Source: an optimization exercise on an open RTL-to-GDS flow (aim: small area). Production flows keep margins and buffers that such runs may drop. At most, simulation tests tie the RTL to the original design; equivalence was not proved. Function not checked in run 1: the RTL went through the layout flow alone. Power figures rest on the tool's default switching activity, not on a simulated workload.

**flow/design.v**
```verilog
`default_nettype none
package spk_out_pkg;
    localparam int FLIT_W      = 59;
    localparam int TYPE_W      = 3;
    localparam int ROUTE_W     = 21;
    localparam int TYPE_MSB    = 58;
    localparam int ROUTE_MSB   = 55;
    localparam int ROUTE_LSB   = 35;
    localparam int NEURON_ID_W = 24;
    localparam int CONT_BIT = 0;
    localparam int DST_ADDR_W = 4;
    localparam int DST_DEPTH  = 16;
    localparam int FIFO_ADDR_W = 4;
    localparam int FIFO_DEPTH  = 16;
    localparam int FIFO_AFULL  = 15;
    localparam int CREDIT_W   = 4;
    localparam int CREDIT_MAX = 15;
    typedef logic [FLIT_W-1:0]      flit_t;
    typedef logic [TYPE_W-1:0]      flit_type_t;
    typedef logic [ROUTE_W-1:0]     route_t;
    typedef logic [NEURON_ID_W-1:0] neuron_id_t;
    typedef logic [DST_ADDR_W-1:0]  dst_addr_t;
    typedef logic [FIFO_ADDR_W-1:0] fifo_addr_t;
    typedef logic [CREDIT_W-1:0]    credit_t;
    localparam flit_type_t SPIKE    = 3'b000;
    localparam flit_type_t DATA     = 3'b001;
    localparam flit_type_t DATA_END = 3'b010;
    localparam flit_type_t WRITE    = 3'b110;
    localparam flit_type_t READ     = 3'b111;
    typedef enum logic [1:0] {
        S_IDLE,
        S_WAIT,
        S_SEND
    } send_state_t;
endpackage
`default_nettype wire
`timescale 1ns/1ns
`default_nettype none
module spk_out (
    input  wire         clk,
    input  wire         rst_n,
    input  wire         soma_fire,
    input  wire [23:0]  neuron_id,
    input  wire         config_we,
    input  wire [58:0]  config_flit,
    output logic        config_full,
    input  wire         credit_in,
    output logic        flit_out_wr,
    output logic [58:0] flit_out,
    input  wire         dst_we,
    input  wire [3:0]   dst_waddr,
    input  wire [20:0]  dst_wdata,
    input  wire         dst_re,
    input  wire [3:0]   dst_raddr,
    output logic [20:0] dst_rdata
);
    localparam int N = 15;    
    localparam int W = 57;    
    logic [20:0] tbl [0:15];
    logic [3:0]  taddr;       
    always_ff @(posedge clk) begin
        if (dst_we) tbl[dst_waddr] <= dst_wdata;
    end
    logic [15:0] tsel;
    logic        rsel;
    logic [20:0] rd_or;
    always_comb begin
        rd_or = rsel ? q[N-1][55:35] : 21'b0;
        for (int i = 0; i < 16; i++) begin
            tsel[i] = (taddr == 4'(i)) && !rsel;
            rd_or   = rd_or | (tsel[i] ? tbl[i] : 21'b0);
        end
    end
    assign dst_rdata = rd_or;
    logic [W-1:0] q   [0:N-1];
    logic [N-1:0] v;
    logic [N:0]   rdy;        
    logic         push;
    logic         pop;
    logic [W-1:0] din;
    logic         cfg_read;
    assign push     = soma_fire || config_we;
    assign cfg_read = (config_flit[58:56] == 3'b111);
    always_comb begin
        din[56]    = !soma_fire && cfg_read;
        din[55:38] = config_flit[55:38];
        din[37:35] = soma_fire ? 3'b000 :
                     (cfg_read ? config_flit[37:35] : config_flit[58:56]);
        din[34:24] = soma_fire ? 11'b0 : config_flit[34:24];
        din[23:0]  = soma_fire ? neuron_id : config_flit[23:0];
    end
    always_comb begin
        rdy[N] = pop;
        for (int i = N - 1; i >= 0; i--) rdy[i] = !v[i] || rdy[i+1];
    end
    always_ff @(posedge clk) begin
        if (rdy[0]) q[0] <= din;
        for (int i = 1; i < N; i++) begin
            if (rdy[i]) q[i] <= q[i-1];
        end
    end
    always_ff @(posedge clk or negedge rst_n) begin
        if (!rst_n) begin
            v <= '0;
        end else begin
            if (rdy[0]) v[0] <= push;
            for (int i = 1; i < N; i++) begin
                if (rdy[i]) v[i] <= v[i-1];
            end
        end
    end
    assign config_full = &v;
    logic [W-1:0] head;
    logic [3:0]   credit;
    logic         head_read;
    logic [20:0]  route;
    assign head      = q[N-1];
    assign head_read = head[56];
    assign route     = dst_rdata;
    assign rsel      = v[N-1] && head_read;
    assign flit_out_wr = v[N-1] && (credit != 4'd0);
    assign flit_out    = {head_read ? 3'b111 : head[37:35],
                          route,
                          head[34:0]};
    assign pop         = flit_out_wr && (head_read || !route[0]);
    always_ff @(posedge clk or negedge rst_n) begin
        if (!rst_n) begin
            taddr <= 4'd0;
        end else if (dst_re) begin
            taddr <= dst_raddr;
        end else if (pop || !v[N-1]) begin
            taddr <= 4'd0;
        end else if (flit_out_wr) begin
            taddr <= taddr + 4'd1;
        end
    end
    always_ff @(posedge clk or negedge rst_n) begin
        if (!rst_n) begin
            credit <= 4'd15;
        end else if (credit_in && !flit_out_wr) begin
            credit <= credit + 4'd1;
        end else if (!credit_in && flit_out_wr) begin
            credit <= credit - 4'd1;
        end
    end
endmodule
`default_nettype wire
```
**flow/config.mk**
```make
export PLATFORM = sky130hd
export DESIGN_NAME = spk_out
export DESIGN_NICKNAME = spk_out
export VERILOG_FILES = /design/flow/design.v
export SDC_FILE = /design/flow/constraint.sdc
export NUM_CORES = 4
export LEC_CHECK = 0
export CAP_MARGIN = 20
export CORE_MARGIN = 2
export CORE_UTILIZATION = 60
export SLEW_MARGIN = 20
```
**flow/standard.sh**
```bash
#!/bin/bash
# synth_recipe.tcl (not shown) runs the flow's synth.tcl, then flattens the netlist and writes it again
# the make line also repeats each setting of config.mk as NAME=value (left out here)
make -C /OpenROAD-flow-scripts/flow DESIGN_CONFIG=/design/flow/config.mk WORK_HOME=/design/flow/orfs CLKGATE_MAP_FILE= SYNTH_SCRIPT=/design/flow/synth_recipe.tcl "${@:-finish}"
```
**flow/flow/run.sh**
```bash
#!/bin/bash
# Standard ORFS layout with two changes: ports are buffered with the
# smallest buffer (buf_1), and clock tree synthesis uses large sink clusters
# of clkbuf_16 leaf buffers without dummy loads.
set -euo pipefail
export BUFFER_PORTS_ARGS="-buffer_cell sky130_fd_sc_hd__buf_1"
export REMOVE_ABC_BUFFERS=1
export CTS_ARGS="-sink_clustering_enable -repair_clock_nets -dont_use_dummy_load -buf_list sky130_fd_sc_hd__clkbuf_8 -sink_clustering_size 20 -sink_clustering_max_diameter 60"
bash standard.sh > make_finish.log 2>&1
```
**flow/constraint.sdc**
```tcl
create_clock -name core_clock -period 5.0 [get_ports {clk}]
set_input_delay 1.0000 -clock core_clock [delete_from_list [all_inputs] [get_ports {clk}]]
set_output_delay 1.0000 -clock core_clock [all_outputs]
set_load 0.01 [all_outputs]
```
==> out/qor.txt, run 1 <==
status -> finished clean
total CTS buffers -> 75
Max Cap Viol -> 0
Die Y -> 263 µm
worst-skew pair later-pin latency -> 0.68 ns
power per cell area -> 621 nW/µm²
Crit Path Max Fanout -> 12
worst hold slack -> 0.290 ns
maximum vdd ir drop -> 0.000698 V
Worst-Margin Slew -> 1.10 ns
sequential fraction of the synthesis area -> 90.3%
Post-CTS Setup Bufs -> 0
Initial Utilization -> 60.9%
leakage power total -> 14.4 nW
worst path arrival time -> 3.52 ns
grt total ovfl -> 0
Num Clock Sinks -> 1214
synthesized flop and latch total -> 1214
vias in the first global route -> 16.5k
DIE WIDTH -> 263 µm
area grow syn2layout -> 6.85%
Die Area -> 69200 µm²
critical path class -> register to primary output
CTS tree -> yes
WL per Instance -> 23.4 µm
final hold violation count -> 0
Mapped Area -> 40200 µm²
DRT iter0 DRCs -> 1769
vias post-DR -> 16.3k
asr flop ratio synth -> 1.89%
Slew Viols, Final -> 0
Placed Cells -> 2770
setup violators final -> 0
Design Area, Final -> 43000 µm²
Core Box Area -> 66100 µm²
min-delay worst type -> input port to async pin
CP Data Required Time -> 4.00 ns
RSZ-0062 raised after global routing -> false
dpl ws -> 1.18 ns
PortBufs -> 200
fin worst setup slack -> 0.478 ns
Max Buffers Root-to-Sink -> 3
Syn Area/Cell -> 23.0 µm²
Critical Path End Type -> primary output
clock slew at reported path FFs -> 0.11 ns
Tcrit/Tclk final -> 90.4%
placed instance area -> 42000 µm²
Final #Nets -> 2110
final wirelength -> 66600 µm
fmax -> 221 MHz
fraction of layout cells with a size suffix above 1 -> 10.6%
clock skew -> 0.0539 ns
synth unique cells -> 60
via/cell ratio -> 5.72
non-filler cells, final -> 2846
most frequent cells in the layout -> edfxtp_1, buf_1, a22oi_1, clkbuf_8, buf_4
# rows -> 94
htree depth -> 3
Post-Synthesis Cells -> 1753
Routed Antenna Nets -> 0
post-cts resize count -> 0
Root Buffer -> clkbuf_8
Slew headroom -> 26.9%
top_reg_cell synth -> edfxtp_1
Layout Utilization -> 65.1%
Fin Setup TNS -> 0 ns
Global Route Usage Sum -> 19.5%
Total Power -> 26.7 mW
first-pass GRT wire length -> 101000 µm
I/O pin count -> 201
Setup crit start kind -> register
1st-pass router iterations -> 8
# DRC -> 0
pin count of the biggest net entering global routing -> 58
GP Congestion -> 0.871
hold_buf cts -> 0
DP HPWL -> 39300 µm
Post-synth EDFFs -> 1191
commonest non-fill, non-tap cell in the layout -> edfxtp_1
Ys Warns -> 2
crit path time final -> 4.52 ns
initial antenna violation count -> 2
-- cells by family after synthesis --
family	after synthesis	synth area share (%)
flip-flops	1214	90.3
adder cells (fa/ha/maj)	8	0.267
multiplexers	49	1.34
AND/OR/NAND/NOR	169	2.44
AO/OA/AOI/OAI	195	3.83
XOR/XNOR	5	0.109
buffers and inverters	113	1.73
-- sequential cells by signal, indices dropped and copies added, names as in the netlist --
| name | flops |
|---|---|
| v | 15 |
| tbl | 336 |
| taddr | 4 |
| q | 855 |
| credit | 4 |
-- cell type report --
type	count	area (µm²)
Antenna cell	1	2.50
Clock buffer	75	1030
Fill cell	4415	23100
Inverter	7	26.3
Multi-Input combinational cell	426	3290
Sequential cell	1214	36300
Tap cell	864	1080
Timing Repair Buffer	259	1230
-- synthesized netlist by cell type (3+ instances only) --
| master | count | area share (%) |
|---|---|---|
| buf_2 | 21 | 0.26 |
| and2_1 | 10 | 0.16 |
| mux2_2 | 34 | 0.95 |
| or2_2 | 4 | 0.062 |
| nand4_1 | 24 | 0.37 |
| a31o_2 | 6 | 0.13 |
| nor3b_1 | 4 | 0.075 |
| a222oi_1 | 12 | 0.30 |
| nand3b_1 | 3 | 0.056 |
| nor3_1 | 8 | 0.099 |
| xnor2_1 | 3 | 0.065 |
| dfstp_2 | 4 | 0.26 |
| nor2_1 | 22 | 0.21 |
| and3_1 | 12 | 0.19 |
| or3_1 | 3 | 0.047 |
| and4_1 | 12 | 0.26 |
| buf_1 | 6 | 0.056 |
| o21ai_0 | 7 | 0.087 |
| mux2i_1 | 14 | 0.35 |
| a21oi_1 | 6 | 0.075 |
| clkbuf_1 | 16 | 0.15 |
| a22o_1 | 11 | 0.24 |
| nand3_1 | 14 | 0.17 |
| inv_1 | 7 | 0.065 |
| o2bb2ai_1 | 6 | 0.13 |
| buf_4 | 61 | 1.1 |
| nor2b_1 | 13 | 0.20 |
| a21o_1 | 8 | 0.15 |
| a221oi_1 | 18 | 0.39 |
| nand2_1 | 27 | 0.25 |
| ha_1 | 7 | 0.22 |
| nand4b_1 | 3 | 0.065 |
| edfxtp_1 | 1191 | 89 |
| dfrtp_1 | 19 | 1.2 |
| a22oi_1 | 103 | 1.9 |
| a41o_1 | 3 | 0.075 |
-- layer usage --
layer  routed length [µm]  up-vias  global-route usage [%]
met1                29000     8070                    29.1
met2                30500      643                    29.5
met3                 4830      146                    3.46
met4                 2300        2                    7.51
met5                   13        -                       0
li1                     -     7422                       -
-- critical path: stages, from the launching register on --
cell and delay (ns):
dfrtp_1 0.46, inv_1 0.12, ha_1 0.24, a21bo_2 0.28
nor3_4 0.66, buf_4 0.35, a222oi_1 0.10, and4_1 0.25
nand4_1 0.20, buf_1 0.19
-- report_power, final --
group / switching, mW / internal (mW)
clock network: 2.66 / 1.36
logic: 3.63 / 1.05
registers: 1.05 / 16.9
-- final timing paths --
path                          start           end  slack [ns]  cells after the start
setup / recovery           taddr[0]  flit_out[55]        0.48                      9
hold / removal                rst_n         v[11]        0.29                      2
setup reg to reg           taddr[2]      q[3][21]        1.10                      8
hold reg to reg            q[1][44]      q[2][44]        0.38                      0
max in group asynchronous     rst_n     credit[1]        4.41                      2
min in group core_clock    q[1][44]      q[2][44]        0.38                      0
==> run 2, diff against run 1 <==
--- a/flow/design.v
+++ b/flow/design.v
@@ -111,14 +111,14 @@
     end
     assign config_full = &v;
     logic [W-1:0] head;
-    logic [3:0]   credit;
+    logic [3:0]   owed;       
     logic         head_read;
     logic [20:0]  route;
     assign head      = q[N-1];
     assign head_read = head[56];
     assign route     = dst_rdata;
     assign rsel      = v[N-1] && head_read;
-    assign flit_out_wr = v[N-1] && (credit != 4'd0);
+    assign flit_out_wr = v[N-1] && (owed != 4'd15);
     assign flit_out    = {head_read ? 3'b111 : head[37:35],
                           route,
                           head[34:0]};
@@ -136,11 +136,11 @@
     end
     always_ff @(posedge clk or negedge rst_n) begin
         if (!rst_n) begin
-            credit <= 4'd15;
+            owed <= 4'd0;
         end else if (credit_in && !flit_out_wr) begin
-            credit <= credit + 4'd1;
+            owed <= owed - 4'd1;
         end else if (!credit_in && flit_out_wr) begin
-            credit <= credit - 4'd1;
+            owed <= owed + 4'd1;
         end
     end
 endmodule
==> flow/flow/run.sh (replaced) <==
#!/bin/bash
# Standard ORFS layout (standard.sh, unchanged synthesis, floorplan, power
# grid and routing) with three settings changed:
#  - ports are buffered with the smallest buffer, buf_1;
#  - buffers that abc inserted during synthesis are removed at floorplan,
#    so repair_design sizes the fanout buffering itself;
#  - clock tree synthesis uses clkbuf_8 with sink clusters of up to 20
#    flip-flops and no dummy loads.
# make's full output goes to make_finish.log; ORFS writes each step's log
# under orfs/logs.
set -euo pipefail
export BUFFER_PORTS_ARGS="-buffer_cell sky130_fd_sc_hd__buf_1"
export REMOVE_ABC_BUFFERS=1
export CTS_ARGS="-sink_clustering_enable -repair_clock_nets -dont_use_dummy_load -buf_list sky130_fd_sc_hd__clkbuf_8 -sink_clustering_size 20 -sink_clustering_max_diameter 60"
bash standard.sh > make_finish.log 2>&1
--- a/flow/config.mk
+++ b/flow/config.mk
@@ -7,5 +7,5 @@
 export LEC_CHECK = 0
 export CAP_MARGIN = 20
 export CORE_MARGIN = 2
-export CORE_UTILIZATION = 60
+export CORE_UTILIZATION = 70
 export SLEW_MARGIN = 20
==> run 2 against run 1 <==
- via count is 0.82% lower
- sequential share of layout area rose by 0.57 points
- critical endpoint is now dst_rdata[3]
- setup slack improved by 0.11 ns
- combinational power decreased by about 10%
- total power fell by 3.0%
- utilization grew 11 points
- still clean on timing, DRC and antenna
==> out/qor.txt, run 2 <==
Die Area -> 59100 µm²
Routed Antenna Nets -> 0
Reg with most FFs -> q
# DRC -> 0
Post-Synth Adder-Cell Area -> 0.269%
first-pass GRT wire length -> 93900 µm
fillers -> 3062
Tcrit/Tclk final -> 88.2%
Ys Warns -> 2
vias post-DR -> 16.1k
Setup crit start kind -> register
Slew Viols, Final -> 0
Root Buffer -> clkbuf_8
Die Y -> 243 µm
# rows -> 87
asr flop ratio synth -> 1.89%
Global Route Usage Sum -> 21.4%
top_reg_cell synth -> edfxtp_1
Slew headroom -> 29.6%
synthesized-area fraction occupied by xor and xnor cells -> 0.0875%
Core Box Area -> 56500 µm²
post-synthesis simple-gate area fraction -> 2.71%
htree depth -> 3
Top Registers -> q (855), tbl (336), v (15)
area grow syn2layout -> 6.65%
Initial Utilization -> 70.9%
Max Cap Viol -> 0
fraction of layout cells with a size suffix above 1 -> 9.77%
register area -> 36300 µm²
worst path arrival time -> 3.41 ns
GP Congestion -> 0.870
Psw -> 6.86 mW
most common cell in the synthesized netlist -> edfxtp_1
non-filler cells, final -> 2765
hold_buf cts -> 0
sequential fraction of the synthesis area -> 90.7%
initial antenna violation count -> 4
FF-to-FF End -> q[8][30]
synthesized flop and latch total -> 1214
CTS tree -> yes
Post-Synthesis Cells -> 1785
PortBufs -> 200
WL per Instance -> 22.2 µm
maximum vdd ir drop -> 0.000645 V
total CTS buffers -> 72
worst-skew pair later-pin latency -> 0.66 ns
post-synthesis mux area share -> 0.700%
Commonest cells post-synth -> edfxtp_1, a22oi_1, nand2_1
grt total ovfl -> 0
Post-CTS Setup Bufs -> 0
Total Power -> 25.9 mW
Mapped Area -> 40100 µm²
Syn Area/Cell -> 22.4 µm²
Final #Nets -> 2136
commonest non-fill, non-tap cell in the layout -> edfxtp_1
fmax -> 227 MHz
compound-gate portion of the synthesized area -> 3.93%
Combinational Power Share -> 16.2%
r2r startpoint -> v[14]
min-delay worst type -> input port to async pin
I/O pin count -> 201
area occupied by multi-input gates -> 3210 µm²
via/cell ratio -> 5.84
pin count of the biggest net entering global routing -> 58
1st-pass router iterations -> 5
Worst-Margin Slew -> 1.05 ns
Num Clock Sinks -> 1214
clock skew -> 0.0445 ns
synth unique cells -> 51
area leader, netlist -> edfxtp_1
power per cell area -> 606 nW/µm²
post-synth top area share -> 89.3%
critical path class -> register to primary output
combinational family with the most area after synthesis -> compound AO/OA/AOI/OAI gates
placed instance area -> 41700 µm²
CP Data Required Time -> 4.00 ns
final wirelength -> 61400 µm
Crit Path Max Fanout -> 14
crit path time final -> 4.41 ns
Max Buffers Root-to-Sink -> 3
post-cts resize count -> 0
R2R Setup Slk -> 1.35 ns
status -> finished clean
Placed Cells -> 2691
vias in the first global route -> 16.0k
register share of total power -> 68.9%
DIE WIDTH -> 243 µm
DRT iter0 DRCs -> 1581
setup violators final -> 0
DP HPWL -> 35800 µm
largest cells by area after synthesis -> edfxtp_1, a22oi_1, dfrtp_1
Critical Path End Type -> primary output
FF-to-FF path depth -> 8
leakage power total -> 14.4 nW
clock slew at reported path FFs -> 0.11 ns
max reg flops -> 855
Clk pwr share -> 14.9%
Post-synth EDFFs -> 1191
most frequent cells in the layout -> edfxtp_1, buf_1, a22oi_1, clkbuf_8, nand2_1
Int Pwr -> 19.0 mW
Sw Share -> 26.5%
Design Area, Final -> 42700 µm²
RSZ-0062 raised after global routing -> false
final hold violation count -> 0
## run 2: cell types whose count changed after synthesis, sizes merged, moves of 13 or more
cell	delta
nor2	+17
a22oi	+52
nand2	+38
clkbuf	+19
nor3	+16
buf	-23
a221oi	-16
mux2i	-13
nand3	+31
nand4	-13
## run 2: cells by family (layout without fill, tap and decap cells)
kind of cell,Yosys count,count (layout)
compound gates,201,201
xor+xnor,4,4
fa+ha+maj,8,8
buf+inv,109,331
flops,1214,1214
mux,25,25
other cells,0,2
simple gates,224,224
## run 2: metrics by stage
step / setup TNS (ns) / util, % / hold WS (ns) / setup slack [ns]
CTS: 0 / 75.6 / 0.245 / 0.567
detailed placement: 0 / 73.8 / 0.405 / 1.09
global placement: 0 / 73.8 / 0.400 / 1.24
floorplan: -103.84 / - / 0.400 / -0.489
finish: 0 / 75.6 / 0.296 / 0.589
global route: 0 / 75.6 / 0.302 / 0.450
## run 2: worst max-delay path, cell delays in order (launching register included)
cell      delay (ns)
dfrtp_1         0.78
nand2b_1        0.33
nor2_2          0.77
buf_4           0.34
a22oi_1         0.11
nand3_1         0.13
nor3_1          0.07
nand2_1         0.09
buf_1           0.15
## run 2: layout make-up
type,count,share of cell area [%]
sequential,1214,85.1
multi-input combinational,462,7.52
timing repair buffer,252,2.79
clock buffer,72,2.32
tap,756,2.21
inverter,7,0.0615
antenna,2,0.0117
## run 2: worst max-delay path by stage
stage,to,from
2_1_floorplan,q[1][0],taddr[0]
3_3_place_gp,q[7][25],q[14][56]
3_5_place_dp,q[7][33],taddr[3]
4_1_cts,dst_rdata[3],taddr[3]
5_1_grt,flit_out[48],taddr[3]
6_report,dst_rdata[3],taddr[3]
## run 2: layer usage
layer / GRT usage, % / share of wire [%] / up-vias
li1: - / - / 7455
met5: 0 / 0.034 / -
met4: 6.66 / 2.3 / 4
met2: 33.0 / 48 / 697
met1: 32.1 / 41 / 7885
met3: 3.98 / 8.8 / 108
## run 2: power by group through the flow
stage               Sequential (mW)  Clock, mW  Combinational (mW)
finish                         17.8       3.87                4.19
detailed placement             18.1          0                4.29
CTS                            17.9       4.01                4.30
floorplan                      17.9          0                2.41
global route                   18.2       4.32                4.66
global placement               18.0          0                4.20
==> run 3, diff against run 2 <==
--- a/flow/config.mk
+++ b/flow/config.mk
@@ -7,5 +7,5 @@
 export LEC_CHECK = 0
 export CAP_MARGIN = 20
 export CORE_MARGIN = 2
-export CORE_UTILIZATION = 70
+export CORE_UTILIZATION = 60
 export SLEW_MARGIN = 20
==> run 3 against run 2 <==
- die area rose by 16%
- utilization fell by 10 points
- critical path depth increased by 2
- register-to-register slack lost 0.27 ns
- combinational power increased by 9.1%
- sequential cell count stayed put
- first-iteration DRC count up 7.6%
- synthesized area stayed put
- worst hold slack hardly changed
- highest routed layer unchanged
==> out/qor.txt, run 3 <==
grt total ovfl -> 0
1st-pass router iterations -> 6
WL per Instance -> 22.8 µm
GRT busiest layer -> met2
status -> finished clean
most common cell in the synthesized netlist -> edfxtp_1
Ys Warns -> 2
vias post-DR -> 16.6k
Routed Antenna Nets -> 0
post-synth top area share -> 89.3%
Die Y -> 262 µm
top_reg_cell synth -> edfxtp_1
GR met2 Demand/Resource -> 30.2%
GP Congestion -> 0.850
worst hold slack -> 0.296 ns
PortBufs -> 200
cell breakdown of the critical path -> inv_1 > ha_1 > a21bo_1 > nor3_2 > buf_4 > a22oi_1 > nand3_1 > nor3_1 > nand3_1 > buf_1
post-cts resize count -> 0
Top Registers -> q (855), tbl (336), v (15)
worst-skew pair later-pin latency -> 0.70 ns
DP HPWL -> 37900 µm
Final #Nets -> 2156
grt met1 use -> 28.5%
asr flop ratio synth -> 1.89%
final hold violation count -> 0
Global Route Usage Sum -> 19.3%
hold_buf cts -> 0
fmax -> 234 MHz
area leader, netlist -> edfxtp_1
most frequent cells in the layout -> edfxtp_1, buf_1, a22oi_1, clkbuf_8
CP Data Required Time -> 4.00 ns
# rows -> 94
synth unique cells -> 51
RSZ-0062 raised after global routing -> false
Root Buffer -> clkbuf_8
Post-synth EDFFs -> 1191
DIE WIDTH -> 262 µm
Post-CTS Setup Bufs -> 0
setup violators final -> 0
Core Box Area -> 66000 µm²
Tcrit/Tclk final -> 85.3%
htree depth -> 3
power per cell area -> 614 nW/µm²
Post-Synthesis Cells -> 1785
critical path class -> register to primary output
critical path's most frequent cell -> nand3_1
max reg flops -> 855
non-filler cells, final -> 2894
placed instance area -> 42100 µm²
pin count of the biggest net entering global routing -> 58
sequential fraction of the synthesis area -> 90.7%
leakage power total -> 14.6 nW
I/O pin count -> 201
fillers -> 4345
Syn Area/Cell -> 22.4 µm²
clock skew -> 0.0731 ns
final wirelength -> 66000 µm
largest cells by area after synthesis -> edfxtp_1, a22oi_1, dfrtp_1
routing usage on met3 -> 3.37%
DRT iter0 DRCs -> 1701
via/cell ratio -> 5.73
fin worst setup slack -> 0.735 ns
Max Cap Viol -> 0
Max stage delay on crit path -> 0.44 ns
CTS tree -> yes
area occupied by multi-input gates -> 3190 µm²
Reg with most FFs -> q
dpl ws -> 1.09 ns
Die Area -> 68800 µm²
# DRC -> 0
Slew headroom -> 33.3%
fraction of layout cells with a size suffix above 1 -> 10.3%
commonest non-fill, non-tap cell in the layout -> edfxtp_1
Crit Path Max Fanout -> 20
first-pass GRT wire length -> 100000 µm
Mapped Area -> 40100 µm²
crit path time final -> 4.26 ns
Worst-Margin Slew -> 1.00 ns
clock slew at reported path FFs -> 0.10 ns
Design Area, Final -> 43100 µm²
Commonest cells post-synth -> edfxtp_1, a22oi_1, nand2_1
initial antenna violation count -> 3
Layout Utilization -> 65.3%
Num Clock Sinks -> 1214
worst path arrival time -> 3.26 ns
register area -> 36300 µm²
total CTS buffers -> 75
Setup crit start kind -> register
Total Power -> 26.5 mW
Critical Path End Type -> primary output
vias in the first global route -> 16.6k
area grow syn2layout -> 7.64%
synthesized flop and latch total -> 1214
Placed Cells -> 2816
min-delay worst type -> input port to async pin
maximum vdd ir drop -> 0.000691 V
Max Buffers Root-to-Sink -> 3
Initial Utilization -> 60.7%
Slew Viols, Final -> 0
Worst path slowest cell -> nor3_1
Fin Setup TNS -> 0 ns
-- run 3: cells by family after synthesis --
logic type               synth area share [%]
XOR/XNOR                               0.0875
AO/OA/AOI/OAI                            3.93
multiplexers                            0.700
adder cells (fa/ha/maj)                 0.269
flip-flops                               90.7
buffers and inverters                    1.57
AND/OR/NAND/NOR                          2.71
-- run 3: power breakdown --
group          leakage (nW)  switching, mW  total (mW)  internal (mW)
clock network         0.539           2.67        4.03           1.36
logic                  1.74           3.38        4.57           1.20
registers              12.3           1.07        17.9           16.8
total                  14.6           7.12        26.5           19.3
-- run 3: path summary, 6_finish.rpt --
| kind | from | endpoint | slack [ns] | cells past startpoint |
|---|---|---|---|---|
| worst max-delay path | taddr[0] | flit_out[44] | 0.74 | 10 |
| worst min-delay path | rst_n | v[3] | 0.30 | 2 |
| worst max register to register | q[14][56] | q[6][11] | 1.08 | 8 |
| worst min register to register | q[2][12] | q[3][12] | 0.38 | 0 |
| max in group asynchronous | rst_n | taddr[3] | 4.44 | 2 |
| min in group core_clock | q[2][12] | q[3][12] | 0.38 | 0 |
-- run 3: critical path: cells and delay by family (launching register included) --
family                     cells  cell delay (ns)
AOI/OAI and AO/OA              2             0.53
DFF                            1             0.42
buffers and inverters          3             0.55
adders and majority gates      1             0.26
and+or+nand+nor                4             0.82
-- run 3: routing by layer --
layer	vias up	wire length, µm
met5	-	11
met4	2	1450
met3	107	4860
met2	640	31000
met1	8351	28600
li1	7496	-
-- run 3: layout make-up --
class	count	area share (%)
well taps	864	2.51
diodes	3	0.0174
repair buffers	269	3.32
clock buffers	75	2.39
multi-input cells	462	7.40
flip-flops and latches	1214	84.3
inverters	7	0.0609
==> run 4, diff against run 3 <==
--- a/flow/flow/run.sh
+++ b/flow/flow/run.sh
@@ -11,5 +11,5 @@
 set -euo pipefail
 export BUFFER_PORTS_ARGS="-buffer_cell sky130_fd_sc_hd__buf_1"
 export REMOVE_ABC_BUFFERS=1
-export CTS_ARGS="-sink_clustering_enable -repair_clock_nets -dont_use_dummy_load -buf_list sky130_fd_sc_hd__clkbuf_8 -sink_clustering_size 20 -sink_clustering_max_diameter 60"
+export CTS_ARGS="-sink_clustering_enable -repair_clock_nets -dont_use_dummy_load -buf_list sky130_fd_sc_hd__clkbuf_4 -sink_clustering_size 12 -sink_clustering_max_diameter 40"
 bash standard.sh > make_finish.log 2>&1
==> run 4 against run 3 <==
- synthesized area unchanged
- sequential power about the same
- still clean on timing, DRC and antenna
- sequential share of layout area hardly changed
- first-iteration DRC count down 19%
- die area unchanged
- setup slack got worse by 0.23 ns
- clock skew shrank 0.0011 ns
- routed wire length increased by 0.75%
==> out/qor.txt, run 4 <==
status -> finished clean
top_reg_cell synth -> edfxtp_1
CP Data Required Time -> 4.00 ns
fillers -> 4398
Post-synth EDFFs -> 1191
post-synth top area share -> 89.3%
Layout Utilization -> 65.4%
asr flop ratio synth -> 1.89%
area occupied by multi-input gates -> 3190 µm²
fin worst setup slack -> 0.500 ns
Die Area -> 68800 µm²
PortBufs -> 200
Max Buffers Root-to-Sink -> 3
Post-CTS Setup Bufs -> 0
RSZ-0062 raised after global routing -> false
Global Route Usage Sum -> 19.7%
Final #Nets -> 2221
setup violators final -> 0
Mapped Area -> 40100 µm²
Die Y -> 262 µm
largest cells by area after synthesis -> edfxtp_1, a22oi_1, dfrtp_1
Post-Synthesis Cells -> 1785
Setup crit start kind -> register
crit path launch -> taddr[3]
power per cell area -> 613 nW/µm²
1st-pass router iterations -> 5
# rows -> 94
Total Power -> 26.5 mW
min-delay worst type -> input port to register
worst path arrival time -> 3.50 ns
Syn Area/Cell -> 22.4 µm²
htree depth -> 4
most common cell in the synthesized netlist -> edfxtp_1
fraction of layout cells with a size suffix above 1 -> 13.0%
Placed Cells -> 2816
vias post-DR -> 16.9k
Tcrit/Tclk final -> 90.0%
final wirelength -> 66500 µm
Fin Setup TNS -> 0 ns
Routed Antenna Nets -> 0
max reg flops -> 855
GP Congestion -> 0.850
synth unique cells -> 51
crit path time final -> 4.50 ns
non-filler cells, final -> 2959
commonest non-fill, non-tap cell in the layout -> edfxtp_1
r2r startpoint -> q[14][56]
worst hold start -> config_flit[39]
Slew Viols, Final -> 0
dpl ws -> 1.09 ns
clock slew at reported path FFs -> 0.11 ns
final hold violation count -> 0
DIE WIDTH -> 262 µm
Reg with most FFs -> q
Root Buffer -> clkbuf_4
Worst-Margin Slew -> 1.01 ns
synthesized flop and latch total -> 1214
area leader, netlist -> edfxtp_1
Num Clock Sinks -> 1214
fmax -> 222 MHz
WL per Instance -> 22.5 µm
clock skew -> 0.0720 ns
pin count of the biggest net entering global routing -> 58
most frequent cells in the layout -> edfxtp_1, buf_1, a22oi_1, clkbuf_4
Crit Path Max Fanout -> 20
total CTS buffers -> 139
vias in the first global route -> 17.1k
maximum vdd ir drop -> 0.000632 V
first-pass GRT wire length -> 101000 µm
Commonest cells post-synth -> edfxtp_1, a22oi_1, nand2_1
register area -> 36300 µm²
leakage power total -> 14.7 nW
via/cell ratio -> 5.71
Critical Path End Type -> primary output
CTS tree -> yes
I/O pin count -> 201
R2R Setup Slk -> 1.05 ns
Initial Utilization -> 60.7%
Max Cap Viol -> 0
critical path class -> register to primary output
grt total ovfl -> 0
DP HPWL -> 37900 µm
Ys Warns -> 2
sequential fraction of the synthesis area -> 90.7%
Core Box Area -> 66000 µm²
Slew headroom -> 32.3%
Top Registers -> q (855), tbl (336), v (15)
DRT iter0 DRCs -> 1385
# DRC -> 0
area grow syn2layout -> 7.69%
initial antenna violation count -> 3
worst-skew pair later-pin latency -> 0.94 ns
-- run 4: cells by family (layout without fill, tap and decap cells) --
| group | count (synthesis) | in the layout | synth area share (%) |
|---|---|---|---|
| DFF | 1214 | 1214 | 90.7 |
| adders and majority gates | 8 | 8 | 0.269 |
| AOI/OAI and AO/OA | 201 | 201 | 3.93 |
| other | 0 | 3 | 0 |
| and+or+nand+nor | 224 | 224 | 2.71 |
| muxes | 25 | 25 | 0.700 |
| buffers and inverters | 109 | 416 | 1.57 |
| xor gates and xnor gates | 4 | 4 | 0.0875 |
-- run 4: through the flow --
stage                     hold WS [ns]  area, µm²
after floorplan                  0.400      39400
after global placement           0.400      42100
after detailed placement         0.405      42100
after CTS                       0.0606      43100
after global routing            0.0997      43100
final                            0.234      43100
-- run 4: per-layer routing --
metal,track usage [%],part of all wire (%),vias up
met4,7.53,2.8,2
met2,30.0,47,657
met1,28.5,43,8400
met5,0,0.020,-
li1,-,-,7695
met3,4.39,7.2,152
-- run 4: worst paths after layout --
check | depth (start not counted) | end
setup / recovery | 8 | flit_out[54]
hold / removal | 1 | q[0][39]
setup reg to reg | 8 | q[6][1]
hold reg to reg | 0 | q[11][56]
max in group asynchronous | 3 | v[0]
min in group asynchronous | 3 | v[3]
-- run 4: layout make-up --
| cell class | count | share of cell area [%] |
|---|---|---|
| timing repair buffer | 270 | 3.34 |
| inverter | 7 | 0.0609 |
| sequential | 1214 | 84.3 |
| tap | 864 | 2.51 |
| clock buffer | 139 | 2.42 |
| antenna | 3 | 0.0174 |
| multi-input combinational | 462 | 7.40 |
-- run 4: critical path, stage by stage (launching register included) --
cell      delay, ns
dfrtp_1        0.77
nand2b_1       0.31
nor2_1         0.13
buf_4          0.28
a22oi_1        0.20
nand3_1        0.10
nor3_1         0.46
nand3_1        0.17
buf_1          0.16
-- run 4: where the power goes --
part	internal [mW]	switching (mW)	leakage (nW)
clock network	1.29	2.72	0.640
registers	16.8	1.07	12.3
logic	1.20	3.39	1.75
total	19.3	7.18	14.7
-- run 4: timing repair --
action / 4_1_cts / 5_1_grt
hold endpoints to repair: 23 / 0
gates resized for setup: 0 / 0
hold buffers: 1 / 0
==> run 5, diff against run 4 <==
--- a/flow/design.v
+++ b/flow/design.v
@@ -90,7 +90,7 @@
         din[23:0]  = soma_fire ? neuron_id : config_flit[23:0];
     end
     always_comb begin
-        rdy[N] = pop;
+        rdy[N] = done;
         for (int i = N - 1; i >= 0; i--) rdy[i] = !v[i] || rdy[i+1];
     end
     always_ff @(posedge clk) begin
@@ -109,7 +109,8 @@
             end
         end
     end
-    assign config_full = &v;
+    logic done;
+    assign config_full = &v && !done;
     logic [W-1:0] head;
     logic [3:0]   owed;       
     logic         head_read;
@@ -118,7 +119,7 @@
     assign head_read = head[56];
     assign route     = dst_rdata;
     assign rsel      = v[N-1] && head_read;
-    assign flit_out_wr = v[N-1] && (owed != 4'd15);
+    assign flit_out_wr = v[N-1] && !done && (owed != 4'd15);
     assign flit_out    = {head_read ? 3'b111 : head[37:35],
                           route,
                           head[34:0]};
@@ -128,10 +129,17 @@
             taddr <= 4'd0;
         end else if (dst_re) begin
             taddr <= dst_raddr;
-        end else if (pop || !v[N-1]) begin
+        end else if (pop || done || !v[N-1]) begin
             taddr <= 4'd0;
         end else if (flit_out_wr) begin
             taddr <= taddr + 4'd1;
+        end
+    end
+    always_ff @(posedge clk or negedge rst_n) begin
+        if (!rst_n) begin
+            done <= 1'b0;
+        end else begin
+            done <= pop;
         end
     end
     always_ff @(posedge clk or negedge rst_n) begin
--- a/flow/flow/run.sh
+++ b/flow/flow/run.sh
@@ -11,5 +11,5 @@
 set -euo pipefail
 export BUFFER_PORTS_ARGS="-buffer_cell sky130_fd_sc_hd__buf_1"
 export REMOVE_ABC_BUFFERS=1
-export CTS_ARGS="-sink_clustering_enable -repair_clock_nets -dont_use_dummy_load -buf_list sky130_fd_sc_hd__clkbuf_4 -sink_clustering_size 12 -sink_clustering_max_diameter 40"
+export CTS_ARGS="-sink_clustering_enable -repair_clock_nets -dont_use_dummy_load -buf_list sky130_fd_sc_hd__clkbuf_8 -sink_clustering_size 24 -sink_clustering_max_diameter 50"
 bash standard.sh > make_finish.log 2>&1
==> flow/config.mk (replaced) <==
export PLATFORM = sky130hd
export DESIGN_NAME = spk_out
export DESIGN_NICKNAME = spk_out
export VERILOG_FILES = /design/flow/design.v
export SDC_FILE = /design/flow/constraint.sdc
export NUM_CORES = 4
export LEC_CHECK = 0
export CAP_MARGIN = 10
export CORE_MARGIN = 2
export CORE_UTILIZATION = 70
export SLEW_MARGIN = 10
==> run 5 against run 4 <==
- first-iteration DRC count grew 14%
- global-route usage increased by 1.3 points
- critical path type unchanged
- final area down 1.1%
- maximum frequency grew 2.2%
- sequential power about the same
- synthesized cell count down 1.1%
==> out/qor.txt, run 5 <==
status -> finished clean
sequential fraction of the synthesis area -> 90.9%
Post-CTS Setup Bufs -> 0
Slew headroom -> 37.9%
CP Data Required Time -> 4.00 ns
Mapped Area -> 40000 µm²
Syn Area/Cell -> 22.7 µm²
fmax -> 227 MHz
first-pass GRT wire length -> 92600 µm
leakage power total -> 13.8 nW
DRT iter0 DRCs -> 1579
vias post-DR -> 16.2k
Top Registers -> q (855), tbl (336), v (15)
Crit Path Max Fanout -> 20
min-delay worst type -> input port to async pin
PortBufs -> 200
area occupied by multi-input gates -> 3060 µm²
largest cells by area after synthesis -> edfxtp_1, a22oi_1, dfrtp_1
1st-pass router iterations -> 6
Post-synth EDFFs -> 1191
post-cts resize count -> 0
Placed Cells -> 2680
commonest non-fill, non-tap cell in the layout -> edfxtp_1
Root Buffer -> clkbuf_8
critical path class -> register to primary output
Core Box Area -> 56500 µm²
final wirelength -> 60700 µm
R2R Setup Slk -> 2.14 ns
dpl ws -> 1.36 ns
most common cell in the synthesized netlist -> edfxtp_1
pin count of the biggest net entering global routing -> 60
synthesized flop and latch total -> 1215
Routed Antenna Nets -> 0
Setup crit start kind -> register
max reg flops -> 855
CTS tree -> yes
fraction of layout cells with a size suffix above 1 -> 9.90%
clock slew at reported path FFs -> 0.12 ns
area grow syn2layout -> 6.55%
most frequent cells in the layout -> edfxtp_1, buf_1, a22oi_1, clkbuf_8, buf_4
worst path arrival time -> 3.40 ns
Die Area -> 59100 µm²
FF-to-FF End -> q[10][14]
Worst-Margin Slew -> 0.932 ns
non-filler cells, final -> 2757
r2r startpoint -> v[14]
Critical Path End Type -> primary output
# DRC -> 0
final hold violation count -> 0
worst-skew pair later-pin latency -> 0.68 ns
vias in the first global route -> 15.8k
clock skew -> 0.0604 ns
Tcrit/Tclk final -> 88.0%
register area -> 36400 µm²
RSZ-0062 raised after global routing -> false
total CTS buffers -> 76
setup violators final -> 0
via/cell ratio -> 5.87
synth unique cells -> 46
htree depth -> 3
maximum vdd ir drop -> 0.000626 V
grt total ovfl -> 0
Num Clock Sinks -> 1215
DIE WIDTH -> 243 µm
Die Y -> 243 µm
Max Buffers Root-to-Sink -> 3
I/O pin count -> 201
Worst setup endpoint -> flit_out[48]
area leader, netlist -> edfxtp_1
WL per Instance -> 22.0 µm
Initial Utilization -> 70.8%
crit path launch -> taddr[0]
power per cell area -> 578 nW/µm²
Post-Synthesis Cells -> 1766
Reg with most FFs -> q
initial antenna violation count -> 3
top_reg_cell synth -> edfxtp_1
post-synth top area share -> 89.4%
# rows -> 87
Ys Warns -> 2
crit path time final -> 4.40 ns
Max Cap Viol -> 0
hold_buf cts -> 0
fillers -> 3076
FF-to-FF path depth -> 5
worst hold slack -> 0.277 ns
GP Congestion -> 0.877
fin worst setup slack -> 0.598 ns
DP HPWL -> 35900 µm
Slew Viols, Final -> 0
Global Route Usage Sum -> 21.0%
Commonest cells post-synth -> edfxtp_1, a22oi_1, buf_4
Final #Nets -> 2129
asr flop ratio synth -> 1.98%
Total Power -> 24.6 mW
run 5: cell count changes after synthesis, moves of 4 or more:
cell and delta:
a21o_1 -6, a222oi_1 +8, a22o_1 +4, a22oi_1 -8, a31o_1 -6, buf_2 +19, clkbuf_1 -28, inv_1 +7
nand2_1 -12, nand2b_1 +8, nand3_1 -17, nand4_1 +8, nor2_1 +4, nor3_1 -7
run 5: stage by stage:
| stage | TNS (ns) | utilization, % | area, µm² |
|---|---|---|---|
| 2_1_floorplan | -70.26 | - | 39400 |
| 3_3_place_gp | 0 | 73.6 | 41600 |
| 3_5_place_dp | 0 | 73.6 | 41600 |
| 4_1_cts | 0 | 75.5 | 42600 |
| 5_1_grt | 0 | 75.5 | 42600 |
| 6_report | 0 | 75.5 | 42600 |
run 5: worst min-delay path by stage:
stage | start | depth (start not counted) | endpoint | slack [ns]
6_report | rst_n | 2 | v[0] | 0.28
5_1_grt | rst_n | 2 | taddr[0] | 0.26
4_1_cts | rst_n | 2 | taddr[0] | 0.21
3_5_place_dp | q[9][15] | 0 | q[10][15] | 0.40
3_3_place_gp | q[10][44] | 0 | q[11][44] | 0.40
2_1_floorplan | q[9][0] | 0 | q[10][0] | 0.40
run 5: worst max-delay path: stages (launching register included):
cell and delay [ns]:
dfrtp_1 0.46, ha_1 0.28, a21bo_2 0.29, nor2_1 0.07, buf_4 0.25, a22oi_1 0.23
nand3_1 0.11, nor4_1 0.70, nand2_1 0.15, buf_1 0.16
run 5: where the power goes:
group,switching [mW],internal [mW],leakage (nW)
sequential,0.999,16.6,11.6
clock,2.56,1.37,0.546
combinational,2.47,0.625,1.62
run 5: area by class of cell:
cell class / count / area share, %
inverter: 13 / 0.114
tap: 756 / 2.22
timing repair buffer: 257 / 2.77
sequential: 1215 / 85.3
multi-input combinational: 439 / 7.17
antenna: 1 / 0.00587
clock buffer: 76 / 2.45
run 5: per-layer routing:
layer / part of all wire [%] / GRT usage, %
met1: 41 / 31.0
met2: 47 / 32.7
met3: 9.1 / 4.15
met4: 2.7 / 6.87
met5: 0.043 / 0
run 5: kinds of logic after synthesis:
kind of cell,after synthesis,synth area share [%]
flip-flops,1215,90.9
AND/OR/NAND/NOR,211,2.65
AO/OA/AOI/OAI,189,3.65
buffers and inverters,112,1.74
multiplexers,25,0.700
adder cells (fa/ha/maj),8,0.269
XOR/XNOR,6,0.131
==> run 6, diff against run 5 <==
--- a/flow/flow/run.sh
+++ b/flow/flow/run.sh
@@ -11,5 +11,5 @@
 set -euo pipefail
 export BUFFER_PORTS_ARGS="-buffer_cell sky130_fd_sc_hd__buf_1"
 export REMOVE_ABC_BUFFERS=1
-export CTS_ARGS="-sink_clustering_enable -repair_clock_nets -dont_use_dummy_load -buf_list sky130_fd_sc_hd__clkbuf_8 -sink_clustering_size 24 -sink_clustering_max_diameter 50"
+export CTS_ARGS="-sink_clustering_enable -repair_clock_nets -dont_use_dummy_load -buf_list sky130_fd_sc_hd__clkbuf_8 -sink_clustering_size 20 -sink_clustering_max_diameter 60"
 bash standard.sh > make_finish.log 2>&1
--- a/flow/config.mk
+++ b/flow/config.mk
@@ -5,7 +5,9 @@
 export SDC_FILE = /design/flow/constraint.sdc
 export NUM_CORES = 4
 export LEC_CHECK = 0
-export CAP_MARGIN = 10
+export CAP_MARGIN = 20
 export CORE_MARGIN = 2
 export CORE_UTILIZATION = 70
-export SLEW_MARGIN = 10
+export GPL_ROUTABILITY_DRIVEN = 0
+export GPL_TIMING_DRIVEN = 0
+export SLEW_MARGIN = 20
==> run 6 against run 5 <==
- largest power group unchanged
- cell count is 0.33% higher
- register-to-register slack worse by 0.23 ns
- total power is 1.3% higher
- critical path type unchanged
- still clean on timing, DRC and antenna
- synthesized area is the same
- first-iteration DRC count up 12%
- maximum frequency decreased by 3.8%
- highest routed layer unchanged
==> out/qor.txt, run 6 <==
worst path arrival time -> 3.58 ns
R2R Setup Slk -> 1.91 ns
Die Area -> 59100 µm²
Num Clock Sinks -> 1215
largest cells by area after synthesis -> edfxtp_1, a22oi_1, dfrtp_1
clock slew at reported path FFs -> 0.11 ns
CTS tree -> yes
critical path class -> register to primary output
Commonest cells post-synth -> edfxtp_1, a22oi_1, buf_4
power per cell area -> 572 nW/µm²
area leader, netlist -> edfxtp_1
commonest non-fill, non-tap cell in the layout -> edfxtp_1
Setup crit start kind -> register
PortBufs -> 200
Root Buffer -> clkbuf_8
Crit Path Max Fanout -> 7
clock skew -> 0.0423 ns
maximum vdd ir drop -> 0.000727 V
Routed Antenna Nets -> 0
Crit path max-delay family -> simple AND/OR/NAND/NOR gates
Reg with most FFs -> q
FF-to-FF End -> q[7][7]
r2r startpoint -> v[14]
Layout Utilization -> 77.2%
Fin Setup TNS -> 0 ns
first-pass GRT wire length -> 95600 µm
initial antenna violation count -> 3
sequential fraction of the synthesis area -> 90.9%
Worst-Margin Slew -> 0.833 ns
# DRC -> 0
crit path time final -> 4.58 ns
area grow syn2layout -> 8.92%
RSZ-0062 raised after global routing -> false
dpl ws -> 1.19 ns
Initial Utilization -> 70.8%
htree depth -> 3
FF-to-FF path depth -> 7
worst-skew pair later-pin latency -> 0.68 ns
Final #Nets -> 2137
status -> finished clean
min-delay worst type -> input port to async pin
asr flop ratio synth -> 1.98%
Post-synth EDFFs -> 1191
Top Registers -> q (855), tbl (336), v (15)
final hold violation count -> 0
DIE WIDTH -> 243 µm
Max Buffers Root-to-Sink -> 3
Die Y -> 243 µm
post-cts resize count -> 0
WL per Instance -> 22.9 µm
vias in the first global route -> 16.1k
Ys Warns -> 2
fmax -> 218 MHz
Tcrit/Tclk final -> 91.6%
Critical Path End Type -> primary output
via/cell ratio -> 5.91
1st-pass router iterations -> 5
cell breakdown of the critical path -> inv_1 > ha_1 > a21bo_2 > nor3_2 > buf_6 > buf_4 > buf_4 > a22oi_1 > nand4_1 > nor2_1 > nand2_1 > buf_1
setup violators final -> 0
fin worst setup slack -> 0.422 ns
fraction of layout cells with a size suffix above 1 -> 11.4%
max reg flops -> 855
Global Route Usage Sum -> 21.9%
post-synth top area share -> 89.4%
top_reg_cell synth -> edfxtp_1
synthesized flop and latch total -> 1215
CP bufs+invs -> 5
Core Box Area -> 56500 µm²
pin count of the biggest net entering global routing -> 59
hold_buf cts -> 0
DRT iter0 DRCs -> 1772
leakage power total -> 14.0 nW
# rows -> 87
Post-Synthesis Cells -> 1766
Syn Area/Cell -> 22.7 µm²
Slew Viols, Final -> 0
critical path depth in cells -> 12
Slew headroom -> 44.1%
final wirelength -> 63300 µm
grt total ovfl -> 0
CP Data Required Time -> 4.00 ns
Max stage delay on crit path -> 0.64 ns
total CTS buffers -> 71
most common cell in the synthesized netlist -> edfxtp_1
most frequent cells in the layout -> edfxtp_1, buf_1, a22oi_1, clkbuf_8, nand2_1
Max Cap Viol -> 0
Worst path slowest cell -> nor3_2
Mapped Area -> 40000 µm²
I/O pin count -> 201
DP HPWL -> 39800 µm
synth unique cells -> 46
Post-CTS Setup Bufs -> 0
worst hold slack -> 0.301 ns
vias post-DR -> 16.4k
critical path's most frequent cell -> buf_4
==> run 6: cell counts after synthesis <==
No cell type changed its count.
==> run 6: routing by layer <==
layer	GRT usage [%]	wire length, µm	vias to the layer above
met4	7.67	1570	4
met3	3.52	5330	119
met2	34.6	30600	733
met1	32.1	25700	8069
met5	0	22	-
li1	-	-	7434
==> run 6: worst max path at each step <==
stage                    endpoint  slack [ns]      from
global placement          q[6][7]       -4.01     v[14]
global route        dst_rdata[14]        0.28  taddr[1]
detailed placement   flit_out[49]        1.19  taddr[1]
finish               flit_out[49]        0.42  taddr[1]
floorplan                 q[6][0]       -1.15      done
CTS                  flit_out[49]        0.43  taddr[1]
==> run 6: metrics by stage <==
| step | instance area [µm²] | std cells | power, mW |
|---|---|---|---|
| floorplan | 39400 | 1667 | 19.4 |
| global placement | 41100 | 2623 | 21.0 |
| detailed placement | 42600 | 2693 | 21.4 |
| CTS | 43600 | 2764 | 25.2 |
| global route | 43600 | 2765 | 26.1 |
| finish | 43600 | 2766 | 25.0 |
==> run 6: where the power goes <==
group,total [mW],leakage (nW),switching [mW],internal (mW)
Combinational,3.54,1.93,2.63,0.908
Clock,3.88,0.510,2.59,1.29
Sequential,17.5,11.6,0.969,16.6
Total,25.0,14.0,6.18,18.8
==> run 6: logic make-up (layout without fill, tap and decap cells) <==
family                     count (synthesis)  in the layout  synth area share, %
DFF                                     1215           1215                 90.9
and+or+nand+nor                          211            211                 2.65
AOI/OAI and AO/OA                        189            189                 3.65
buffers and inverters                    112            354                 1.74
muxes                                     25             25                0.700
adders and majority gates                  8              8                0.269
xor gates and xnor gates                   6              6                0.131
other                                      0              2                    0
==> run 6: layout make-up <==
class	count	area, µm²
Clock buffer	71	977
Tap cell	756	946
Antenna cell	2	5.00
Multi-Input combinational cell	439	3250
Sequential cell	1215	36400
Fill cell	2952	12900
Timing Repair Buffer	270	1990
Inverter	13	61.3
==> run 7, diff against run 6 <==
--- a/flow/config.mk
+++ b/flow/config.mk
@@ -8,6 +8,4 @@
 export CAP_MARGIN = 20
 export CORE_MARGIN = 2
 export CORE_UTILIZATION = 70
-export GPL_ROUTABILITY_DRIVEN = 0
-export GPL_TIMING_DRIVEN = 0
 export SLEW_MARGIN = 20
==> run 7 against run 6 <==
- non-clock buffer count fell by 13
- sequential power barely moved
- first-iteration DRC count fell by 13%
- critical path depth fell by 2
- worst hold slack got worse by 0.0020 ns
- die area did not move
- sequential share of layout area rose by 2.0 points
- combinational power fell by 12%
- sequential cell count did not move
- final area fell by 2.3%
- critical endpoint is now flit_out[48]
- highest routed layer unchanged
==> out/qor.txt, run 7 <==
fillers -> 3085
# DRC -> 0
total CTS buffers -> 71
Reg with most FFs -> q
worst-skew pair later-pin latency -> 0.67 ns
Setup crit start kind -> register
Mapped Area -> 40000 µm²
Total Power -> 24.5 mW
register area -> 36400 µm²
crit path time final -> 4.39 ns
Root Buffer -> clkbuf_8
power per cell area -> 576 nW/µm²
Worst-Margin Slew -> 0.923 ns
vias in the first global route -> 15.8k
RSZ-0062 raised after global routing -> false
most common cell in the synthesized netlist -> edfxtp_1
Commonest cells post-synth -> edfxtp_1, a22oi_1, buf_4
I/O pin count -> 201
Final #Nets -> 2124
R2R Setup Slk -> 2.17 ns
Max stage delay on crit path -> 0.68 ns
Max Cap Viol -> 0
Critical Path End Type -> primary output
setup violators final -> 0
Tcrit/Tclk final -> 87.8%
post-synth top area share -> 89.4%
status -> finished clean
WL per Instance -> 22.0 µm
via/cell ratio -> 5.86
fin worst setup slack -> 0.608 ns
pin count of the biggest net entering global routing -> 60
Crit Path Max Fanout -> 20
area grow syn2layout -> 6.37%
final hold violation count -> 0
initial antenna violation count -> 3
maximum vdd ir drop -> 0.000628 V
Top Registers -> q (855), tbl (336), v (15)
area occupied by multi-input gates -> 3060 µm²
top_reg_cell synth -> edfxtp_1
critical path class -> register to primary output
PortBufs -> 200
Initial Utilization -> 70.8%
DP HPWL -> 35900 µm
clock skew -> 0.0315 ns
leakage power total -> 13.7 nW
fmax -> 228 MHz
vias post-DR -> 16.1k
Fin Setup TNS -> 0 ns
Post-Synthesis Cells -> 1766
Core Box Area -> 56500 µm²
DIE WIDTH -> 243 µm
Num Clock Sinks -> 1215
CTS tree -> yes
dpl ws -> 1.36 ns
synth unique cells -> 46
1st-pass router iterations -> 7
final wirelength -> 60600 µm
most frequent cells in the layout -> edfxtp_1, buf_1, a22oi_1, clkbuf_8, buf_4
worst path arrival time -> 3.39 ns
Global Route Usage Sum -> 21.0%
synthesized flop and latch total -> 1215
area leader, netlist -> edfxtp_1
post-cts resize count -> 0
grt total ovfl -> 0
Slew Viols, Final -> 0
Die Area -> 59100 µm²
Post-synth EDFFs -> 1191
Die Y -> 243 µm
Post-CTS Setup Bufs -> 0
GP Congestion -> 0.877
commonest non-fill, non-tap cell in the layout -> edfxtp_1
# rows -> 87
htree depth -> 3
first-pass GRT wire length -> 92600 µm
DRT iter0 DRCs -> 1533
cell breakdown of the critical path -> inv_1 > ha_1 > a21bo_2 > nor2_1 > buf_4 > a22oi_1 > nand3_1 > nor4_1 > nand2_1 > buf_1
Layout Utilization -> 75.4%
clock slew at reported path FFs -> 0.11 ns
worst hold slack -> 0.299 ns
Worst path slowest cell -> nor4_1
largest cells by area after synthesis -> edfxtp_1, a22oi_1, dfrtp_1
hold_buf cts -> 0
max reg flops -> 855
Slew headroom -> 38.4%
fraction of layout cells with a size suffix above 1 -> 9.67%
Max Buffers Root-to-Sink -> 3
Routed Antenna Nets -> 0
CP bufs+invs -> 3
min-delay worst type -> input port to async pin
Crit path max-delay family -> simple AND/OR/NAND/NOR gates
CP Data Required Time -> 4.00 ns
sequential fraction of the synthesis area -> 90.9%
Syn Area/Cell -> 22.7 µm²
Ys Warns -> 2
asr flop ratio synth -> 1.98%
-- run 7: cell counts after synthesis --
Identical to the previous run, type by type.
-- run 7: per-stage QoR --
stage | std cells | cell area, µm²
floorplan | 1667 | 39400
global placement | 2680 | 41600
detailed placement | 2680 | 41600
CTS | 2751 | 42600
global route | 2752 | 42600
finish | 2752 | 42600
-- run 7: worst register-to-register path, delay by kind of cell (launching register included) --
family	cells	cell delay, ns
DFF	1	0.46
and+or+nand+nor	2	0.45
buffers and inverters	3	1.54
-- run 7: logic make-up after synthesis --
group                      share of synthesized area (%)
muxes                                              0.700
AOI/OAI and AO/OA                                   3.65
adders and majority gates                          0.269
and+or+nand+nor                                     2.65
DFF                                                 90.9
xor gates and xnor gates                           0.131
buffers and inverters                               1.74
-- run 7: per-layer routing --
| layer | global-route usage, % | up-vias | wire, µm |
|---|---|---|---|
| met5 | 0 | - | 26 |
| met4 | 6.24 | 4 | 1380 |
| met3 | 3.56 | 107 | 5070 |
| met2 | 32.8 | 696 | 28600 |
| met1 | 31.5 | 7935 | 25500 |
| li1 | - | 7395 | - |
-- run 7: worst paths after layout --
check                         start            to  depth (start not counted)
setup / recovery           taddr[1]  flit_out[48]                         10
hold / removal                rst_n          v[0]                          2
setup reg to reg              v[14]     q[10][14]                          5
hold reg to reg            q[12][2]      q[13][2]                          0
max in group asynchronous     rst_n      taddr[1]                          2
min in group core_clock    q[12][2]      q[13][2]                          0
-- run 7: power breakdown --
group          total [mW]  leakage (nW)  internal [mW]  switching [mW]
clock network        3.84         0.510           1.29            2.55
registers            17.6          11.6           16.6           0.998
logic                3.10          1.62          0.625            2.47
total                24.5          13.7           18.5            6.03
-- run 7: final cells by class --
class / instances / share of cell area [%]
Multi-Input combinational cell: 439 / 7.18
Timing Repair Buffer: 257 / 2.77
Inverter: 13 / 0.115
Tap cell: 756 / 2.22
Antenna cell: 1 / 0.00588
Sequential cell: 1215 / 85.4
Clock buffer: 71 / 2.30
==> run 8, diff against run 7 <==
--- a/flow/config.mk
+++ b/flow/config.mk
@@ -7,5 +7,5 @@
 export LEC_CHECK = 0
 export CAP_MARGIN = 20
 export CORE_MARGIN = 2
-export CORE_UTILIZATION = 70
+export CORE_UTILIZATION = 75
 export SLEW_MARGIN = 20
==> run 8 against run 7 <==
- sequential share of layout area up 0.18 points
- non-clock buffer count down 3
- clock-buffer cell count unchanged
- setup slack worse by 0.17 ns
- routed wire length up 4.9%
- total power rose by 0.48%
- largest cell class unchanged
==> out/qor.txt, run 8 <==
Worst-Margin Slew -> 1.06 ns
critical path class -> register to primary output
clock skew -> 0.0546 ns
Commonest cells post-synth -> edfxtp_1, a22oi_1, buf_4
Mapped Area -> 40000 µm²
Post-synth EDFFs -> 1191
most frequent cells in the layout -> edfxtp_1, buf_1, a22oi_1, clkbuf_8, buf_4
Global Route Usage Sum -> 23.5%
Tcrit/Tclk final -> 91.1%
Initial Utilization -> 76.0%
Sw Share -> 24.9%
Total Power -> 24.7 mW
most common cell in the synthesized netlist -> edfxtp_1
Setup crit start kind -> register
1st-pass router iterations -> 8
Post-Synth Adder-Cell Area -> 0.269%
GP Congestion -> 0.863
DIE WIDTH -> 235 µm
synthesized flop and latch total -> 1215
area grow syn2layout -> 6.15%
Core Box Area -> 52700 µm²
post-synth top area share -> 89.4%
area leader, netlist -> edfxtp_1
setup violators final -> 0
Post-Synthesis Cells -> 1766
Final #Nets -> 2121
fin worst setup slack -> 0.443 ns
pin count of the biggest net entering global routing -> 60
power per cell area -> 580 nW/µm²
Root Buffer -> clkbuf_8
fraction of layout cells with a size suffix above 1 -> 9.64%
maximum vdd ir drop -> 0.000512 V
Clk pwr share -> 15.6%
Num Clock Sinks -> 1215
largest cells by area after synthesis -> edfxtp_1, a22oi_1, dfrtp_1
htree depth -> 3
WL per Instance -> 23.7 µm
Int Pwr -> 18.5 mW
sequential fraction of the synthesis area -> 90.9%
max reg flops -> 855
vias in the first global route -> 16.3k
post-synthesis mux area share -> 0.700%
status -> finished clean
worst hold slack -> 0.296 ns
DP HPWL -> 37700 µm
post-synthesis simple-gate area fraction -> 2.65%
min-delay worst type -> input port to async pin
# DRC -> 0
via/cell ratio -> 6.18
top_reg_cell synth -> edfxtp_1
Critical Path End Type -> primary output
worst path arrival time -> 3.56 ns
Die Y -> 235 µm
synth unique cells -> 46
grt total ovfl -> 0
Crit Path Max Fanout -> 12
Post-CTS Setup Bufs -> 0
Ys Warns -> 2
R2R Setup Slk -> 2.01 ns
first-pass GRT wire length -> 96600 µm
final hold violation count -> 0
register share of total power -> 71.7%
Routed Antenna Nets -> 0
worst-skew pair later-pin latency -> 0.70 ns
DRT iter0 DRCs -> 1996
FF-to-FF End -> q[1][27]
vias post-DR -> 16.6k
Slew Viols, Final -> 0
commonest non-fill, non-tap cell in the layout -> edfxtp_1
Slew headroom -> 28.9%
RSZ-0062 raised after global routing -> false
# rows -> 84
CTS tree -> yes
clock slew at reported path FFs -> 0.11 ns
synthesized-area fraction occupied by xor and xnor cells -> 0.131%
initial antenna violation count -> 2
hold_buf cts -> 0
Design Area, Final -> 42500 µm²
leakage power total -> 13.7 nW
compound-gate portion of the synthesized area -> 3.65%
total CTS buffers -> 71
fillers -> 2479
Max Cap Viol -> 0
Top Registers -> q (855), tbl (336), v (15)
Layout Utilization -> 80.7%
post-cts resize count -> 0
crit path time final -> 4.56 ns
final wirelength -> 63600 µm
I/O pin count -> 201
dpl ws -> 1.21 ns
PortBufs -> 200
Combinational Power Share -> 12.7%
asr flop ratio synth -> 1.98%
Psw -> 6.13 mW
FF-to-FF path depth -> 7
Die Area -> 55200 µm²
Reg with most FFs -> q
placed instance area -> 41500 µm²
r2r startpoint -> v[14]
CP Data Required Time -> 4.00 ns
Syn Area/Cell -> 22.7 µm²
combinational family with the most area after synthesis -> compound AO/OA/AOI/OAI gates
fmax -> 219 MHz
Max Buffers Root-to-Sink -> 3
run 8: cell types whose count changed in the layout (fill, tap and decap cells not counted), sizes merged:
cell   delta
buf       -3
diode     +1
run 8: how the worst max path moves through the flow:
stage	endpoint	slack, ns	cells past startpoint	start
after detailed placement	flit_out[37]	1.21	9	taddr[2]
after global placement	dst_rdata[2]	1.34	9	taddr[2]
after global routing	flit_out[48]	0.39	10	taddr[1]
after floorplan	q[6][0]	-1.15	5	done
final	flit_out[37]	0.44	9	taddr[2]
after CTS	flit_out[37]	0.51	9	taddr[2]
run 8: routing by layer:
layer  wire length [µm]  up-vias  share of wire, %  GRT usage [%]
met4               1650        0               2.6           7.92
li1                   -     7396                 -              -
met5                  0        -                 0              0
met1              24900     8116                39           35.1
met3               6510      130                10           4.42
met2              30600      925                48           36.4
run 8: power by group through the flow:
stage / combinational, mW / clock (mW) / sequential [mW]
final: 3.13 / 3.85 / 17.7
after global routing: 3.47 / 4.27 / 18.1
after CTS: 3.20 / 3.97 / 17.7
after detailed placement: 3.19 / 0 / 18.0
after global placement: 3.06 / 0 / 17.7
after floorplan: 1.83 / 0 / 17.6
run 8: logic make-up (layout without fill, tap and decap cells):
kind of cell	count (synthesis)	count (layout)
AND/OR/NAND/NOR	211	211
buffers and inverters	112	338
AO/OA/AOI/OAI	189	189
other	0	2
XOR/XNOR	6	6
multiplexers	25	25
adder cells (fa/ha/maj)	8	8
flip-flops	1215	1215
run 8: stage by stage:
stage / instances / TNS (ns)
CTS: 2680 / 0
finish: 2682 / 0
global placement: 2608 / 0
global route: 2682 / 0
detailed placement: 2609 / 0
floorplan: 1667 / -70.26
run 8: layout make-up:
type,instances,area (µm²),area share (%)
Timing Repair Buffer,254,1160,2.72
Inverter,13,48.8,0.115
Clock buffer,71,977,2.30
Multi-Input combinational cell,439,3070,7.24
Antenna cell,2,5.00,0.0118
Tap cell,688,861,2.03
Sequential cell,1215,36400,85.6
run 8: worst max-delay path, cell delays in order, from the launching register on:
cell and delay (ns):
dfrtp_1 0.76, nand2_1 0.33, nor2_1 0.75, buf_4 0.37, buf_4 0.20, a22oi_1 0.08, nand4_1 0.13, nor2_1 0.05
nand2_1 0.08, buf_1 0.17

## port drivers added, routing unchanged
Ports are ideal in the flow. The routed layouts listed here were re-timed in OpenROAD. Step 1 (the two cells are an assumption about what drives the block):
set clk [get_ports {clk}]
set_driving_cell -lib_cell sky130_fd_sc_hd__clkbuf_16 $clk
set_driving_cell -lib_cell sky130_fd_sc_hd__buf_2 [delete_from_list [all_inputs] $clk]
Step 2, shift: input delay + t, output delay - t, t = (earliest + latest rising clock arrival at the registers) / 2. This alone moves slack from input paths to output paths. Slacks: ideal ports / drivers / drivers and shift; pairs: ideal ports / drivers.
| run | shift t [ns] | slack for setup (ns) | latest minus earliest clock arrival (ns) |
|---|---|---|---|
| run 1 | 0.720 | 0.478 / 0.415 / 1.096 | 0.054 / 0.054 |
| run 2 | 0.706 | 0.589 / 0.526 / 1.232 | 0.046 / 0.046 |
| run 3 | 0.721 | 0.735 / 0.675 / 1.079 | 0.073 / 0.074 |
| run 4 | 0.972 | 0.500 / 0.440 / 1.052 | 0.113 / 0.113 |
| run 5 | 0.705 | 0.598 / 0.537 / 1.242 | 0.076 / 0.077 |
| run 6 | 0.722 | 0.422 / 0.362 / 1.084 | 0.044 / 0.044 |
| run 7 | 0.714 | 0.608 / 0.548 / 1.262 | 0.032 / 0.032 |
| run 8 | 0.726 | 0.443 / 0.381 / 1.107 | 0.064 / 0.063 |
After both steps setup and hold are still met in every run listed.
